This is an optimization exercise on Yosys and OpenROAD, whose aim is a short achievable clock period and few clock cycles, not a production implementation.
Only simulation tests tie the RTL to the original design; equivalence was not proved.
Power figures rest on the tool's default switching activity, not on a simulated workload.

## cache_subsystem
module cache_subsystem (
	input  logic         clk,
	input  logic         rst_n,
	input  logic         port0_read,
	input  logic         port0_write,
	input  logic [29:0]  port0_addr,
	input  logic [31:0]  port0_wdata,
	output logic [31:0]  port0_rdata,
	output logic         port0_stall,
	input  logic         port1_read,
	input  logic         port1_write,
	input  logic [29:0]  port1_addr,
	input  logic [31:0]  port1_wdata,
	output logic [31:0]  port1_rdata,
	output logic         port1_stall,
	output logic         mem_req,
	output logic         mem_write,
	output logic [27:0]  mem_block,
	output logic [127:0] mem_wdata,
	input  logic         mem_ack,
	input  logic [127:0] mem_rdata
);
	logic         c0_req, c1_req;
	logic         c0_write, c1_write;
	logic         c0_fill, c1_fill;
	logic         c0_sure, c1_sure;
	logic         c0_wfill, c1_wfill;
	logic         c0_own_wfill, c1_own_wfill;
	logic         c0_maybe, c1_maybe;
	logic [27:0]  c0_block, c1_block;
	logic [127:0] c0_wdata, c1_wdata;
	logic         c0_ack, c1_ack;
	cache_ctrl u_cache0 (
		.clk       (clk),
		.rst_n     (rst_n),
		.cpu_read  (port0_read),
		.cpu_write (port0_write),
		.cpu_addr  (port0_addr),
		.cpu_wdata (port0_wdata),
		.cpu_rdata (port0_rdata),
		.cpu_stall (port0_stall),
		.nxt_req   (c0_req),
		.nxt_sure  (c0_sure),
		.nxt_maybe (c0_maybe),
		.nxt_write (c0_write),
		.nxt_fill  (c0_fill),
		.nxt_wfill (c0_wfill),
  ...
Size in the first run: ~7,600 cells after synthesis, about 480 I/O pins, about 110,000 sq um of cells after synthesis.
==> flow/config.mk <==
export PLATFORM = sky130hd
export DESIGN_NAME = cache_subsystem
export DESIGN_NICKNAME = cache_subsystem
export VERILOG_FILES = /design/flow/design.v
export SDC_FILE = /design/flow/constraint.sdc
export NUM_CORES = 4
export LEC_CHECK = 0
export ABC_CLOCK_PERIOD_IN_PS = 2000
export CAP_MARGIN = 20
export CORE_MARGIN = 2
export CORE_UTILIZATION = 50
export SETUP_SLACK_MARGIN = 3.4
export SLEW_MARGIN = 20
export TNS_END_PERCENT = 100
==> flow/constraint.sdc <==
create_clock -name core_clock -period 6.0 [get_ports {clk}]
set_input_delay 1.2000 -clock core_clock [delete_from_list [all_inputs] [get_ports {clk}]]
set_output_delay 1.2000 -clock core_clock [all_outputs]
set_load 0.01 [all_outputs]
standard.sh (not shown) runs the stock make flow with config.mk's settings and CLKGATE_MAP_FILE= SYNTH_SCRIPT=/design/flow/synth_recipe.tcl, a recipe that flattens the netlist after the stock synthesis.
==> flow/flow/run.sh <==
#!/bin/bash
# Own flow: the standard layout (standard.sh, whole), with the port
# buffers made of plain buffers (sky130_fd_sc_hd__buf_4) that the resizer
# may size, instead of the delay cells buffer_ports picks by default, and
# the pins of mem_ack, mem_req and the stalls kept side by side
# (flow/io.tcl).
# make's full output goes to make_finish.log in the work folder; ORFS keeps
# each step's log under orfs/logs/.
set -euo pipefail
IO="$PWD/flow/io.tcl"
export BUFFER_PORTS_ARGS="-buffer_cell sky130_fd_sc_hd__buf_4"
export MATCH_CELL_FOOTPRINT=0
export IO_CONSTRAINTS="$IO"
bash standard.sh MATCH_CELL_FOOTPRINT=0 \
	"BUFFER_PORTS_ARGS=-buffer_cell sky130_fd_sc_hd__buf_4" \
	"IO_CONSTRAINTS=$IO" finish \
	> make_finish.log 2>&1
==> flow/flow/io.tcl <==
# Keep mem_ack, mem_req and the two stall outputs side by side on the die's
# edge: the request and a write miss's stall are one gate from mem_ack.
set_io_pin_constraint -group -order -pin_names {port0_stall mem_req mem_ack port1_stall}
Testbench counts at the start, summed over its fixed seeds: cycles 23,653.
Edit:
--- a/flow/flow/run.sh
+++ b/flow/flow/run.sh
@@ -5,2 +5 @@
-# the pins of mem_ack, mem_req and the stalls kept side by side
-# (flow/io.tcl).
+# the pins of mem_ack and mem_req kept side by side (flow/io.tcl).
==> flow/flow/io.tcl (replaced) <==
# Keep mem_ack and mem_req side by side on the die's edge: the request is
# one gate from the acknowledge.
set_io_pin_constraint -group -order -pin_names {mem_ack mem_req}
CORE_UTILIZATION = 45   (was 50)
- critical path depth came out lower by 2
- sequential power is about the same
- count of clock-buffer cells in the layout came out lower by 1
- die area came out higher by about 11%
- setup slack is worse by 0.012 ns
- routed wire length came out lower by about 0.8%
- power came out lower by about 0.9%
- synthesized cell count stays the same
- area after synthesis does not change
- final cell count came out higher by 1.8%
Edit:
CORE_UTILIZATION = 55   (was 45)
Effect: The new run produced a clean layout. Non-clock buffer count rose by 99. Clock-buffer cell count went down by 17. Final cell count falls by 4.5%. Clock skew is lower by 0.017 ns. Hold slack improved by 0.023 ns. Power goes up by 1.4%. Via count rose by 1.3%. Global-route usage rose by 8.9 points. Worst setup slack degrades by 0.048 ns.
Edit:
==> flow/run.sh (new file) <==
#!/bin/bash
# synth_recipe.tcl (not shown) runs the flow's synth.tcl, then flattens the netlist and writes it again
# the make line also repeats each setting of config.mk as NAME=value (left out here)
make -C /OpenROAD-flow-scripts/flow DESIGN_CONFIG=/design/flow/config.mk WORK_HOME=/design/flow/orfs CLKGATE_MAP_FILE= SYNTH_SCRIPT=/design/flow/synth_recipe.tcl finish
CORE_UTILIZATION = 45   (was 55)
removed: flow/flow/run.sh
removed: flow/flow/io.tcl
removed: flow/standard.sh
Combinational power is about the same. Area after synthesis does not change. Critical path depth came out lower by 6. Clock-buffer cell count is higher by 3.

## re-timing with driven ports
No port has a modelled driver above. Below, the same layouts with a new extraction and two added sets of constraints. Step 1 (the two cells are an assumption about what drives the block):
set clk [get_ports {clk}]
set_driving_cell -lib_cell sky130_fd_sc_hd__clkbuf_16 $clk
set_driving_cell -lib_cell sky130_fd_sc_hd__buf_2 [delete_from_list [all_inputs] $clk]
Step 2 moves the port delays by t, midway between the first and last clock arrival at a register: inputs arrive t later, outputs are due t later. That takes back most of the time a late clock gives input paths. Slacks: ideal ports / drivers / drivers and shift; pairs: ideal ports / drivers.
run | t (ns) | setup slack, ns | worst register clock-pin slew, ns
the first run | 1.057 | 3.088 / 2.987 / 2.113 | 0.07 / 0.07
the second run | 1.064 | 3.075 / 2.986 / 2.079 | 0.07 / 0.07
the third run | 1.054 | 3.028 / 2.889 / 1.835 | 0.07 / 0.07
the fourth run | 1.055 | 3.104 / 2.896 / 1.841 | 0.07 / 0.07
After both steps every run listed still meets setup and hold. The setup slack of the fourth run, which loses most, moves by -0.208 ns with the drivers and by -1.263 ns with both steps.
